Context: an optimization exercise on an open-source flow, tuned for small area, a short achievable clock period and few clock cycles. The choices shown serve that exercise and are no tape-out recipe. In this exercise RTL edits were held to simulation tests only and were not proved equivalent to the original. No activity file was given, so power comes from the tool's default toggle rates.

==> inputs of job 496 <==
==> flow/design.v <==
package mipsPkg;
  typedef logic [31:0] wordT;      
  typedef logic [4:0]  regAddrT;   
  typedef logic [31:0] addrT;      
  localparam int dmemWords = 64;   
  localparam logic [5:0] opRtype = 6'h00;
  localparam logic [5:0] opLw    = 6'h23;
  localparam logic [5:0] opSw    = 6'h2b;
  localparam logic [5:0] opBeq   = 6'h04;
  localparam logic [5:0] opAddiu = 6'h09;
  localparam logic [5:0] fnAddu = 6'h21;
  localparam logic [5:0] fnSubu = 6'h23;
  localparam logic [5:0] fnAnd  = 6'h24;
  localparam logic [5:0] fnOr   = 6'h25;
  localparam logic [5:0] fnSlt  = 6'h2a;
endpackage
`timescale 1ns/1ps
module regFile (
  input  logic             clk,
  input  logic             arstN,
  input  mipsPkg::regAddrT ra1,
  input  mipsPkg::regAddrT ra2,
  output mipsPkg::wordT    rd1,
  output mipsPkg::wordT    rd2,
  input  logic             we,
  input  mipsPkg::regAddrT wa,
  input  mipsPkg::wordT    wd
);
  mipsPkg::wordT regs [1:31];
  logic [31:1]   valid;
  always_ff @(posedge clk) begin
    for (int i = 1; i < 32; i++) begin
      if (we && (wa == 5'(i))) regs[i] <= wd;
    end
  end
  always_ff @(posedge clk or negedge arstN) begin
    if (!arstN) begin
      valid <= '0;
    end else begin
      for (int i = 1; i < 32; i++) begin
        if (we && (wa == 5'(i))) valid[i] <= 1'b1;
      end
    end
  end
  always_comb begin
    rd1 = '0;
    rd2 = '0;
    for (int i = 1; i < 32; i++) begin
      rd1 = rd1 | ({32{(ra1 == 5'(i)) && valid[i]}} & regs[i]);
      rd2 = rd2 | ({32{(ra2 == 5'(i)) && valid[i]}} & regs[i]);
    end
  end
endmodule
`timescale 1ns/1ps
module memoryStage (
  input  logic          clk,
  input  logic          arstN,
  input  logic [5:0]    idx,
  input  logic          we,
  input  mipsPkg::wordT wd,
  output mipsPkg::wordT rd
);
  mipsPkg::wordT                 dmem [mipsPkg::dmemWords];
  logic [mipsPkg::dmemWords-1:0] written;
  always_ff @(posedge clk) begin
    for (int i = 0; i < mipsPkg::dmemWords; i++) begin
      if (we && (idx == 6'(i))) dmem[i] <= wd;
    end
  end
  always_ff @(posedge clk or negedge arstN) begin
    if (!arstN) begin
      written <= '0;
    end else begin
      for (int i = 0; i < mipsPkg::dmemWords; i++) begin
        if (we && (idx == 6'(i))) written[i] <= 1'b1;
      end
    end
  end
  always_comb begin
    rd = '0;
    for (int i = 0; i < mipsPkg::dmemWords; i++) begin
      rd = rd | ({32{(idx == 6'(i)) && written[i]}} & dmem[i]);
    end
  end
endmodule
`timescale 1ns/1ps
module mipsCore (
  input  logic             clk,
  input  logic             arstN,
  output mipsPkg::addrT    imemAddr,
  input  mipsPkg::wordT    imemData,
  output logic             wbValid,
  output mipsPkg::regAddrT wbReg,
  output mipsPkg::wordT    wbData
);
  logic [29:0] pcF;         
  logic [29:0] pcPlus1F;
  logic [29:0] targetF;     
  logic [16:0] loSumF;
  logic [13:0] hiF;
  logic [13:0] hiP1F;
  logic [13:0] hiM1F;
  logic        uncF;        
  logic        redirectE;
  logic [29:0] targetE;
  logic        stallD;
  assign imemAddr = {pcF, 2'b00};
  assign pcPlus1F = pcF + 30'd1;
  assign loSumF = {1'b0, pcPlus1F[15:0]} + {1'b0, imemData[15:0]};
  assign hiF    = pcPlus1F[29:16];
  assign hiP1F  = hiF + 14'd1;
  assign hiM1F  = hiF - 14'd1;
  assign targetF[15:0]  = loSumF[15:0];
  assign targetF[29:16] = imemData[15] ? (loSumF[16] ? hiF : hiM1F)
                                       : (loSumF[16] ? hiP1F : hiF);
  assign uncF = (imemData[31:26] == mipsPkg::opBeq) && (imemData[25:21] == imemData[20:16]);
  always_ff @(posedge clk or negedge arstN) begin
    if (!arstN) begin
      pcF <= '0;
    end else if (redirectE) begin
      pcF <= targetE;
    end else if (!stallD) begin
      pcF <= uncF ? targetF : pcPlus1F;
    end
  end
  logic [5:0]       opD;
  logic [5:0]       fnD;
  mipsPkg::regAddrT rsD;
  mipsPkg::regAddrT rtD;
  mipsPkg::regAddrT rdD;
  mipsPkg::regAddrT dstD;
  logic             isRD;
  logic             isAddiuD;
  logic             isLwD;
  logic             isSwD;
  logic             isBrD;
  logic             regWrD;
  logic             usesRsD;
  logic             usesRtD;
  logic             liveD;
  mipsPkg::wordT    rf1D;
  mipsPkg::wordT    rf2D;
  mipsPkg::wordT    aD;
  mipsPkg::wordT    bD;
  logic             deRegWr;
  logic             deLoad;
  logic             deStore;
  logic             deBranch;
  logic             deSub;      
  logic             deSelSum;   
  logic             deSelAnd;
  logic             deSelOr;
  logic             deSelSlt;
  logic             deUseImm;
  logic             deFwdA;
  logic             deFwdB;
  mipsPkg::regAddrT deDst;
  mipsPkg::wordT    deA;
  mipsPkg::wordT    deB;
  logic [15:0]      deImm;
  logic [29:0]      deTarget;
  logic             wRegWr;
  logic             wLoad;
  logic             wStore;
  mipsPkg::regAddrT wDst;
  mipsPkg::wordT    wData;     
  logic [5:0]       wIdx;      
  mipsPkg::wordT    loadW;
  mipsPkg::wordT    resultW;
  logic             oValid;
  mipsPkg::regAddrT oDst;
  mipsPkg::wordT    oData;
  assign opD = imemData[31:26];
  assign fnD = imemData[5:0];
  assign rsD = imemData[25:21];
  assign rtD = imemData[20:16];
  assign rdD = imemData[15:11];
  assign isRD     = (opD == mipsPkg::opRtype) &&
                    ((fnD == mipsPkg::fnAddu) || (fnD == mipsPkg::fnSubu) || (fnD == mipsPkg::fnAnd) ||
                     (fnD == mipsPkg::fnOr) || (fnD == mipsPkg::fnSlt));
  assign isAddiuD = (opD == mipsPkg::opAddiu);
  assign isLwD    = (opD == mipsPkg::opLw);
  assign isSwD    = (opD == mipsPkg::opSw);
  assign isBrD    = (opD == mipsPkg::opBeq) && !uncF;   
  assign dstD     = isRD ? rdD : rtD;
  assign regWrD   = (isRD || isAddiuD || isLwD) && (dstD != 5'd0);   
  assign usesRsD  = isRD || isAddiuD || isLwD || isSwD || isBrD;
  assign usesRtD  = isRD || isSwD || isBrD;
  assign stallD = deLoad && deRegWr &&
                  ((usesRsD && (deDst == rsD)) || (usesRtD && (deDst == rtD)));
  assign liveD  = !redirectE && !stallD;   
  regFile uRegFile (
    .clk(clk), .arstN(arstN),
    .ra1(rsD), .ra2(rtD), .rd1(rf1D), .rd2(rf2D),
    .we(wRegWr), .wa(wDst), .wd(resultW)
  );
  assign aD = (wRegWr && (wDst == rsD)) ? resultW : rf1D;
  assign bD = (wRegWr && (wDst == rtD)) ? resultW : rf2D;
  always_ff @(posedge clk or negedge arstN) begin
    if (!arstN) begin
      deRegWr  <= 1'b0;
      deLoad   <= 1'b0;
      deStore  <= 1'b0;
      deBranch <= 1'b0;
    end else begin
      deRegWr  <= liveD && regWrD;
      deLoad   <= liveD && isLwD;
      deStore  <= liveD && isSwD;
      deBranch <= liveD && isBrD;
    end
  end
  always_ff @(posedge clk) begin
    deSub    <= isRD && ((fnD == mipsPkg::fnSubu) || (fnD == mipsPkg::fnSlt));
    deSelSum <= isAddiuD || (isRD && ((fnD == mipsPkg::fnAddu) || (fnD == mipsPkg::fnSubu)));
    deSelAnd <= isRD && (fnD == mipsPkg::fnAnd);
    deSelOr  <= isRD && (fnD == mipsPkg::fnOr);
    deSelSlt <= isRD && (fnD == mipsPkg::fnSlt);
    deUseImm <= isAddiuD;
    deFwdA   <= deRegWr && (deDst == rsD);
    deFwdB   <= deRegWr && (deDst == rtD);
    deDst    <= dstD;
    deA      <= aD;
    deB      <= bD;
    deImm    <= imemData[15:0];
    deTarget <= targetF;
  end
  mipsPkg::wordT aE;
  mipsPkg::wordT bE;
  mipsPkg::wordT immE;
  mipsPkg::wordT opBE;
  mipsPkg::wordT sumE;
  logic          sltE;
  logic [7:0]    addrE;
  mipsPkg::wordT resultE;
  assign aE   = deFwdA ? wData : deA;
  assign bE   = deFwdB ? wData : deB;
  assign immE = {{16{deImm[15]}}, deImm};
  assign opBE = deUseImm ? immE : bE;
  assign sumE = aE + (deSub ? ~opBE : opBE) + {31'd0, deSub};
  assign sltE = (aE[31] != bE[31]) ? aE[31] : sumE[31];
  assign addrE = aE[7:0] + deImm[7:0];
  assign resultE = ({32{deSelSum}} & sumE) |
                   ({32{deSelAnd}} & (aE & bE)) |
                   ({32{deSelOr}}  & (aE | bE)) |
                   {31'd0, deSelSlt & sltE} |
                   ({32{deStore}}  & bE);
  assign redirectE = deBranch && (aE == bE);
  assign targetE   = deTarget;
  always_ff @(posedge clk or negedge arstN) begin
    if (!arstN) begin
      wRegWr <= 1'b0;
      wLoad  <= 1'b0;
      wStore <= 1'b0;
    end else begin
      wRegWr <= deRegWr;
      wLoad  <= deLoad;
      wStore <= deStore;
    end
  end
  always_ff @(posedge clk) begin
    wDst  <= deDst;
    wData <= resultE;
    wIdx  <= addrE[7:2];
  end
  memoryStage uMemory (
    .clk(clk), .arstN(arstN),
    .idx(wIdx), .we(wStore), .wd(wData), .rd(loadW)
  );
  assign resultW = wLoad ? loadW : wData;
  always_ff @(posedge clk or negedge arstN) begin
    if (!arstN) begin
      oValid <= 1'b0;
    end else begin
      oValid <= wRegWr;
    end
  end
  always_ff @(posedge clk) begin
    oDst  <= wDst;
    oData <= resultW;
  end
  assign wbValid = oValid;
  assign wbReg   = oDst;
  assign wbData  = oData;
endmodule
==> flow/flow/run.sh <==
#!/bin/bash
# Standard ORFS layout, with repair_timing asked for a larger setup margin than the
# 10 ns constraint needs, so that it keeps improving the critical paths, and plain
# buffers (not delay cells) on the ports.
set -euo pipefail
bash standard.sh SETUP_SLACK_MARGIN=6.4 TNS_END_PERCENT=100 \
  'BUFFER_PORTS_ARGS=-buffer_cell sky130_fd_sc_hd__buf_4' finish > standard_flow.log 2>&1
==> flow/standard.sh <==
#!/bin/bash
# synth_recipe.tcl (not shown) runs the flow's synth.tcl, then flattens the netlist and writes it again
# the make line also repeats each setting of config.mk as NAME=value (left out here)
make -C /OpenROAD-flow-scripts/flow DESIGN_CONFIG=/design/flow/config.mk WORK_HOME=/design/flow/orfs CLKGATE_MAP_FILE= SYNTH_SCRIPT=/design/flow/synth_recipe.tcl "${@:-finish}"
==> flow/config.mk <==
export PLATFORM = sky130hd
export DESIGN_NAME = mipsCore
export DESIGN_NICKNAME = mipsCore
export VERILOG_FILES = /design/flow/design.v
export SDC_FILE = /design/flow/constraint.sdc
export NUM_CORES = 4
export LEC_CHECK = 0
export CAP_MARGIN = 20
export CELL_PAD_IN_SITES_DETAIL_PLACEMENT = 2
export CELL_PAD_IN_SITES_GLOBAL_PLACEMENT = 3
export CORE_MARGIN = 2
export CORE_UTILIZATION = 30
export PLACE_DENSITY = 0.5
export SLEW_MARGIN = 20
==> flow/constraint.sdc <==
create_clock -name core_clock -period 10.0 [get_ports {clk}]
set_input_delay 2.0000 -clock core_clock [delete_from_list [all_inputs] [get_ports {clk}]]
set_output_delay 2.0000 -clock core_clock [all_outputs]
set_load 0.01 [all_outputs]
==> job 2503: changes against job 496 <==
==> flow/design.v, changed modules only <==
module memoryStage (
  input  logic          clk,
  input  logic          arstN,
  input  logic [5:0]    idx,
  input  logic          we,
  input  mipsPkg::wordT wd,
  output mipsPkg::wordT rd
);
  mipsPkg::wordT              dmem [mipsPkg::dmemWords];
  logic [mipsPkg::dmemWords-1:0] written;
  always_ff @(posedge clk) begin
    for (int i = 0; i < mipsPkg::dmemWords; i++) begin
      if (we && (idx == 6'(i))) dmem[i] <= wd;
    end
  end
  always_ff @(posedge clk or negedge arstN) begin
    if (!arstN) begin
      written <= '0;
    end else begin
      for (int i = 0; i < mipsPkg::dmemWords; i++) begin
        if (we && (idx == 6'(i))) written[i] <= 1'b1;
      end
    end
  end
  always_comb begin
    rd = '0;
    for (int i = 0; i < mipsPkg::dmemWords; i++) begin
      rd = rd | ({32{(idx == 6'(i)) && written[i]}} & dmem[i]);
    end
  end
endmodule
module mipsCore (
  input  logic             clk,
  input  logic             arstN,
  output mipsPkg::addrT    imemAddr,
  input  mipsPkg::wordT    imemData,
  output logic             wbValid,
  output mipsPkg::regAddrT wbReg,
  output mipsPkg::wordT    wbData
);
  logic [29:0] pcF;         
  logic [29:0] pcPlus1F;
  logic [29:0] targetF;     
  logic [16:0] loSumF;
  logic [13:0] hiF;
  logic [13:0] hiP1F;
  logic [13:0] hiM1F;
  logic        uncF;        
  logic        redirectE;
  logic [29:0] targetE;
  assign imemAddr = {pcF, 2'b00};
  assign pcPlus1F = pcF + 30'd1;
  assign loSumF = {1'b0, pcPlus1F[15:0]} + {1'b0, imemData[15:0]};
  assign hiF    = pcPlus1F[29:16];
  assign hiP1F  = hiF + 14'd1;
  assign hiM1F  = hiF - 14'd1;
  assign targetF[15:0]  = loSumF[15:0];
  assign targetF[29:16] = imemData[15] ? (loSumF[16] ? hiF : hiM1F)
                                       : (loSumF[16] ? hiP1F : hiF);
  assign uncF = (imemData[31:26] == mipsPkg::opBeq) && (imemData[25:21] == imemData[20:16]);
  always_ff @(posedge clk or negedge arstN) begin
    if (!arstN) begin
      pcF <= '0;
    end else begin
      pcF <= redirectE ? targetE : (uncF ? targetF : pcPlus1F);
    end
  end
  logic [5:0] opD;
  logic [5:0] fnD;
  mipsPkg::regAddrT rsD;
  mipsPkg::regAddrT rtD;
  mipsPkg::regAddrT rdD;
  mipsPkg::regAddrT dstD;
  logic       isRD;
  logic       isAddiuD;
  logic       isLwD;
  logic       isSwD;
  logic       isBrD;
  logic       regWrD;
  logic       liveD;
  mipsPkg::wordT rf1D;
  mipsPkg::wordT rf2D;
  mipsPkg::wordT aD;
  mipsPkg::wordT bD;
  logic        deRegWr;
  logic        deLoad;
  logic        deStore;
  logic        deBranch;
  logic        deSub;      
  logic        deSelSum;   
  logic        deSelAnd;
  logic        deSelOr;
  logic        deSelSlt;
  logic        deUseImm;
  logic        deFwdA;
  logic        deFwdB;
  mipsPkg::regAddrT deDst;
  mipsPkg::wordT deA;
  mipsPkg::wordT deB;
  logic [15:0] deImm;
  logic [29:0] deTarget;
  logic        wValid;
  mipsPkg::regAddrT wDst;
  mipsPkg::wordT wData;
  assign opD = imemData[31:26];
  assign fnD = imemData[5:0];
  assign rsD = imemData[25:21];
  assign rtD = imemData[20:16];
  assign rdD = imemData[15:11];
  assign isRD     = (opD == mipsPkg::opRtype) &&
                    ((fnD == mipsPkg::fnAddu) || (fnD == mipsPkg::fnSubu) || (fnD == mipsPkg::fnAnd) ||
                     (fnD == mipsPkg::fnOr) || (fnD == mipsPkg::fnSlt));
  assign isAddiuD = (opD == mipsPkg::opAddiu);
  assign isLwD    = (opD == mipsPkg::opLw);
  assign isSwD    = (opD == mipsPkg::opSw);
  assign isBrD    = (opD == mipsPkg::opBeq) && !uncF;   
  assign dstD     = isRD ? rdD : rtD;
  assign regWrD   = (isRD || isAddiuD || isLwD) && (dstD != 5'd0);   
  assign liveD    = !redirectE;   
  regFile uRegFile (
    .clk(clk), .arstN(arstN),
    .ra1(rsD), .ra2(rtD), .rd1(rf1D), .rd2(rf2D),
    .we(wValid), .wa(wDst), .wd(wData)
  );
  assign aD = (wValid && (wDst == rsD)) ? wData : rf1D;
  assign bD = (wValid && (wDst == rtD)) ? wData : rf2D;
  always_ff @(posedge clk or negedge arstN) begin
    if (!arstN) begin
      deRegWr  <= 1'b0;
      deLoad   <= 1'b0;
      deStore  <= 1'b0;
      deBranch <= 1'b0;
    end else begin
      deRegWr  <= liveD && regWrD;
      deLoad   <= liveD && isLwD;
      deStore  <= liveD && isSwD;
      deBranch <= liveD && isBrD;
    end
  end
  always_ff @(posedge clk) begin
    deSub    <= isRD && ((fnD == mipsPkg::fnSubu) || (fnD == mipsPkg::fnSlt));
    deSelSum <= isAddiuD || (isRD && ((fnD == mipsPkg::fnAddu) || (fnD == mipsPkg::fnSubu)));
    deSelAnd <= isRD && (fnD == mipsPkg::fnAnd);
    deSelOr  <= isRD && (fnD == mipsPkg::fnOr);
    deSelSlt <= isRD && (fnD == mipsPkg::fnSlt);
    deUseImm <= isAddiuD;
    deFwdA   <= deRegWr && (deDst == rsD);
    deFwdB   <= deRegWr && (deDst == rtD);
    deDst    <= dstD;
    deA      <= aD;
    deB      <= bD;
    deImm    <= imemData[15:0];
    deTarget <= targetF;
  end
  mipsPkg::wordT aE;
  mipsPkg::wordT bE;
  mipsPkg::wordT immE;
  mipsPkg::wordT opBE;
  mipsPkg::wordT sumE;
  logic       sltE;
  logic [7:0] addrE;
  mipsPkg::wordT loadE;
  mipsPkg::wordT resultE;
  assign aE   = deFwdA ? wData : deA;
  assign bE   = deFwdB ? wData : deB;
  assign immE = {{16{deImm[15]}}, deImm};
  assign opBE = deUseImm ? immE : bE;
  assign sumE = aE + (deSub ? ~opBE : opBE) + {31'd0, deSub};
  assign sltE = (aE[31] != bE[31]) ? aE[31] : sumE[31];
  assign addrE = aE[7:0] + deImm[7:0];
  memoryStage uMemory (
    .clk(clk), .arstN(arstN),
    .idx(addrE[7:2]), .we(deStore), .wd(bE), .rd(loadE)
  );
  assign resultE = ({32{deSelSum}} & sumE) |
                   ({32{deSelAnd}} & (aE & bE)) |
                   ({32{deSelOr}}  & (aE | bE)) |
                   {31'd0, deSelSlt & sltE} |
                   ({32{deLoad}}   & loadE);
  assign redirectE = deBranch && (aE == bE);
  assign targetE   = deTarget;
  always_ff @(posedge clk or negedge arstN) begin
    if (!arstN) begin
      wValid <= 1'b0;
    end else begin
      wValid <= deRegWr;
    end
  end
  always_ff @(posedge clk) begin
    wDst  <= deDst;
    wData <= resultE;
  end
  assign wbValid = wValid;
  assign wbReg   = wDst;
  assign wbData  = wData;
endmodule
==> flow/run.sh (new file) <==
#!/bin/bash
# synth_recipe.tcl (not shown) runs the flow's synth.tcl, then flattens the netlist and writes it again
# the make line also repeats each setting of config.mk as NAME=value (left out here)
make -C /OpenROAD-flow-scripts/flow DESIGN_CONFIG=/design/flow/config.mk WORK_HOME=/design/flow/orfs CLKGATE_MAP_FILE= SYNTH_SCRIPT=/design/flow/synth_recipe.tcl finish
SETUP_SLACK_MARGIN = 5   (was not set)
removed: flow/flow/run.sh
removed: flow/standard.sh
==> job 8957: changes against job 496 <==
--- a/flow/design.v
+++ b/flow/design.v
@@ -53,11 +53,36 @@
 endmodule
 `timescale 1ns/1ps
+module executeStage (
+  input  logic [7:0]                    base,
+  input  logic [7:0]                    off,
+  output logic [mipsPkg::dmemWords-1:0] sel
+);
+  logic [7:0] p;
+  logic [7:0] g;
+  logic       c2;   
+  assign p  = base ^ off;
+  assign g  = base & off;
+  assign c2 = g[1] | (p[1] & g[0]);
+  always_comb begin
+    for (int k = 0; k < mipsPkg::dmemWords; k++) begin
+      logic [7:2] kb;
+      logic       m;
+      kb = 6'(k);
+      m  = (p[2] ^ c2) == kb[2];
+      for (int i = 3; i < 8; i++) begin
+        m = m & ((p[i] ^ (g[i-1] | (p[i-1] & !kb[i-1]))) == kb[i]);
+      end
+      sel[k] = m;
+    end
+  end
+endmodule
+`timescale 1ns/1ps
 module memoryStage (
-  input  logic          clk,
-  input  logic          arstN,
-  input  logic [5:0]    idx,
-  input  logic          we,
-  input  mipsPkg::wordT wd,
-  output mipsPkg::wordT rd
+  input  logic                          clk,
+  input  logic                          arstN,
+  input  logic [mipsPkg::dmemWords-1:0] sel,
+  input  logic                          we,
+  input  mipsPkg::wordT                 wd,
+  output mipsPkg::wordT                 rd
 );
   mipsPkg::wordT                 dmem [mipsPkg::dmemWords];
@@ -65,5 +90,5 @@
   always_ff @(posedge clk) begin
     for (int i = 0; i < mipsPkg::dmemWords; i++) begin
-      if (we && (idx == 6'(i))) dmem[i] <= wd;
+      if (we && sel[i]) dmem[i] <= wd;
     end
   end
@@ -73,5 +98,5 @@
     end else begin
       for (int i = 0; i < mipsPkg::dmemWords; i++) begin
-        if (we && (idx == 6'(i))) written[i] <= 1'b1;
+        if (we && sel[i]) written[i] <= 1'b1;
       end
     end
@@ -80,5 +105,5 @@
     rd = '0;
     for (int i = 0; i < mipsPkg::dmemWords; i++) begin
-      rd = rd | ({32{(idx == 6'(i)) && written[i]}} & dmem[i]);
+      rd = rd | ({32{sel[i] && written[i]}} & dmem[i]);
     end
   end
@@ -98,30 +123,50 @@
   logic [29:0] targetF;     
   logic [16:0] loSumF;
-  logic [13:0] hiF;
-  logic [13:0] hiP1F;
-  logic [13:0] hiM1F;
+  logic [15:0] loPlus1F;    
+  logic        c16F;        
+  logic [13:0] upF;         
+  logic [13:0] upP1F;
+  logic [13:0] upP2F;
+  logic [13:0] upM1F;
   logic        uncF;        
   logic        redirectE;
   logic [29:0] targetE;
   logic        stallD;
-  assign imemAddr = {pcF, 2'b00};
-  assign pcPlus1F = pcF + 30'd1;
-  assign loSumF = {1'b0, pcPlus1F[15:0]} + {1'b0, imemData[15:0]};
-  assign hiF    = pcPlus1F[29:16];
-  assign hiP1F  = hiF + 14'd1;
-  assign hiM1F  = hiF - 14'd1;
-  assign targetF[15:0]  = loSumF[15:0];
-  assign targetF[29:16] = imemData[15] ? (loSumF[16] ? hiF : hiM1F)
-                                       : (loSumF[16] ? hiP1F : hiF);
+  logic [29:0] pcNextF;
+  logic [29:0] pcOut;       
+  assign imemAddr = {pcOut, 2'b00};
+  assign loPlus1F = pcF[15:0] + 16'd1;
+  assign c16F     = &pcF[15:0];
+  assign upF      = pcF[29:16];
+  assign upP1F    = upF + 14'd1;
+  assign upP2F    = upF + 14'd2;
+  assign upM1F    = upF - 14'd1;
+  assign pcPlus1F = {c16F ? upP1F : upF, loPlus1F};
+  assign loSumF = {1'b0, loPlus1F} + {1'b0, imemData[15:0]};
+  assign targetF[15:0] = loSumF[15:0];
+  always_comb begin
+    case ({c16F, loSumF[16], imemData[15]})
+      3'b000:  targetF[29:16] = upF;
+      3'b001:  targetF[29:16] = upM1F;
+      3'b010:  targetF[29:16] = upP1F;
+      3'b011:  targetF[29:16] = upF;
+      3'b100:  targetF[29:16] = upP1F;
+      3'b101:  targetF[29:16] = upF;
+      3'b110:  targetF[29:16] = upP2F;
+      default: targetF[29:16] = upP1F;
+    endcase
+  end
   assign uncF = (imemData[31:26] == mipsPkg::opBeq) && (imemData[25:21] == imemData[20:16]);
+  assign pcNextF = redirectE ? targetE : stallD ? pcF : uncF ? targetF : pcPlus1F;
   always_ff @(posedge clk or negedge arstN) begin
     if (!arstN) begin
       pcF <= '0;
-    end else if (redirectE) begin
-      pcF <= targetE;
-    end else if (!stallD) begin
-      pcF <= uncF ? targetF : pcPlus1F;
+    end else begin
+      pcF <= pcNextF;
     end
   end
+  always_ff @(posedge clk) begin
+    pcOut <= arstN ? pcNextF : '0;
+  end
   logic [5:0]       opD;
   logic [5:0]       fnD;
@@ -152,12 +197,13 @@
   logic             deSelOr;
   logic             deSelSlt;
-  logic             deUseImm;
   logic             deFwdA;
   logic             deFwdB;
+  logic             deFwdBAlu;   
   mipsPkg::regAddrT deDst;
   mipsPkg::wordT    deA;
   mipsPkg::wordT    deB;
+  mipsPkg::wordT    deBAlu;      
   logic [15:0]      deImm;
-  logic [29:0]      deTarget;
+  logic [29:0]      dePcPlus1;   
   logic             wRegWr;
   logic             wLoad;
@@ -165,10 +211,10 @@
   mipsPkg::regAddrT wDst;
   mipsPkg::wordT    wData;     
-  logic [5:0]       wIdx;      
+  logic [63:0]      wSel;      
   mipsPkg::wordT    loadW;
   mipsPkg::wordT    resultW;
-  logic             oValid;
-  mipsPkg::regAddrT oDst;
-  mipsPkg::wordT    oData;
+  logic             oValidOut;   
+  mipsPkg::regAddrT oDstOut;
+  mipsPkg::wordT    oDataOut;
   assign opD = imemData[31:26];
   assign fnD = imemData[5:0];
@@ -216,5 +262,4 @@
     deSelOr  <= isRD && (fnD == mipsPkg::fnOr);
     deSelSlt <= isRD && (fnD == mipsPkg::fnSlt);
-    deUseImm <= isAddiuD;
     deFwdA   <= deRegWr && (deDst == rsD);
     deFwdB   <= deRegWr && (deDst == rtD);
@@ -222,22 +267,24 @@
     deA      <= aD;
     deB      <= bD;
-    deImm    <= imemData[15:0];
-    deTarget <= targetF;
+    deBAlu   <= isAddiuD ? {{16{imemData[15]}}, imemData[15:0]} :
+                (isRD && ((fnD == mipsPkg::fnSubu) || (fnD == mipsPkg::fnSlt))) ? ~bD : bD;
+    deFwdBAlu <= deRegWr && (deDst == rtD) && !isAddiuD;
+    deImm     <= imemData[15:0];
+    dePcPlus1 <= pcPlus1F;
   end
   mipsPkg::wordT aE;
   mipsPkg::wordT bE;
-  mipsPkg::wordT immE;
-  mipsPkg::wordT opBE;
+  mipsPkg::wordT opBE;   
   mipsPkg::wordT sumE;
+  logic          sumLsbE;   
   logic          sltE;
-  logic [7:0]    addrE;
+  logic [63:0]   selE;
   mipsPkg::wordT resultE;
   assign aE   = deFwdA ? wData : deA;
   assign bE   = deFwdB ? wData : deB;
-  assign immE = {{16{deImm[15]}}, deImm};
-  assign opBE = deUseImm ? immE : bE;
-  assign sumE = aE + (deSub ? ~opBE : opBE) + {31'd0, deSub};
+  assign opBE = deFwdBAlu ? (wData ^ {32{deSub}}) : deBAlu;
+  assign {sumE, sumLsbE} = {aE, 1'b1} + {opBE, deSub};   
   assign sltE = (aE[31] != bE[31]) ? aE[31] : sumE[31];
-  assign addrE = aE[7:0] + deImm[7:0];
+  executeStage uAddr (.base(aE[7:0]), .off(deImm[7:0]), .sel(selE));
   assign resultE = ({32{deSelSum}} & sumE) |
                    ({32{deSelAnd}} & (aE & bE)) |
@@ -246,5 +293,5 @@
                    ({32{deStore}}  & bE);
   assign redirectE = deBranch && (aE == bE);
-  assign targetE   = deTarget;
+  assign targetE   = dePcPlus1 + {{14{deImm[15]}}, deImm};
   always_ff @(posedge clk or negedge arstN) begin
     if (!arstN) begin
@@ -261,24 +308,18 @@
     wDst  <= deDst;
     wData <= resultE;
-    wIdx  <= addrE[7:2];
+    wSel  <= selE;
   end
   memoryStage uMemory (
     .clk(clk), .arstN(arstN),
-    .idx(wIdx), .we(wStore), .wd(wData), .rd(loadW)
+    .sel(wSel), .we(wStore), .wd(wData), .rd(loadW)
   );
   assign resultW = wLoad ? loadW : wData;
-  always_ff @(posedge clk or negedge arstN) begin
-    if (!arstN) begin
-      oValid <= 1'b0;
-    end else begin
-      oValid <= wRegWr;
-    end
-  end
   always_ff @(posedge clk) begin
-    oDst  <= wDst;
-    oData <= resultW;
+    oValidOut <= arstN && wRegWr;
+    oDstOut   <= wDst;
+    oDataOut  <= resultW;
   end
-  assign wbValid = oValid;
-  assign wbReg   = oDst;
-  assign wbData  = oData;
+  assign wbValid = oValidOut;
+  assign wbReg   = oDstOut;
+  assign wbData  = oDataOut;
 endmodule
CTS_CLUSTER_DIAMETER = 120   (was not set)
CTS_CLUSTER_SIZE = 20   (was not set)
==> results.txt <==
|  | job 8957 | job 496 | job 2503 |
|---|---|---|---|
| Timing startpoint of the critical path | imemData[0] | wIdx[5] | wData[1] |
| Combinational logic power | 2.29 mW | 2.10 mW | 1.58 mW |
| Number of warnings issued by yosys | 6 | 5 | 5 |
| Seq. cell area | 101,200 µm² | 98,870 µm² | 97,780 µm² |
| Outcome | no timing/DRC/antenna violations | no timing/DRC/antenna violations | no timing/DRC/antenna violations |
| Startpoint types | input port | flop | flop |
| Sequential cell fraction of total power | 58.3% | 47.7% | 48.8% |
| Number of logic stages on the critical path including buffering | 15 | 20 | 16 |
| Capturing instance or port of the critical path | pcOut[22] | uRegFile.regs[16][18] | wData[8] |
| Smallest hold slack | 0.4207 ns | 0.4017 ns | 0.4077 ns |
| Power share of the combinational group | 8.3% | 6.5% | 5.0% |
| TritonCTS Sinks | 3,496 | 3,376 | 3,330 |
| Placed instance count | 14,653 | 14,064 | 14,165 |
| X dimension of the die | 680.5 µm | 667.3 µm | 665.7 µm |
| Post-synth cell types | 95 | 82 | 95 |
| Crit path kind | in -> reg | reg -> reg | reg -> reg |
Testbench counts of job 496, summed over its fixed seeds: cycles 21,294.
Testbench counts of job 2503, summed over its fixed seeds: cycles 21,075.
Testbench counts of job 8957, summed over its fixed seeds: cycles 21,294.

static timing again, ports no longer ideal:
The results above use ideal ports. As a check the final layouts listed here were re-extracted and re-timed, cells and wires unchanged.
Step 1, drivers: a clkbuf_16 drives clk and a buf_2 each remaining input, both assumed.
Step 2 times the ports against the registers' clock, not the clock port: input delays grow and output delays shrink by t, the midpoint of the rising clock arrivals with the driver on.
a / b / c = no drivers / after step 1 / after step 2; a / b = the first two.
run	shift t [ns]	slack for setup (ns)	clock arrival spread, ns	cell pins on the clock port's net
job 496	1.123	5.829 / 5.829 / 5.154	0.058 / 0.058	1
job 2503	1.134	4.642 / 4.642 / 3.890	0.100 / 0.099	1
job 8957	1.087	5.995 / 6.037 / 4.949	0.105 / 0.105	1
After both steps setup and hold are still met in every run listed. For job 8957, which loses most, drivers alone change the setup slack by +0.042 ns; drivers and shift together by -1.046 ns.
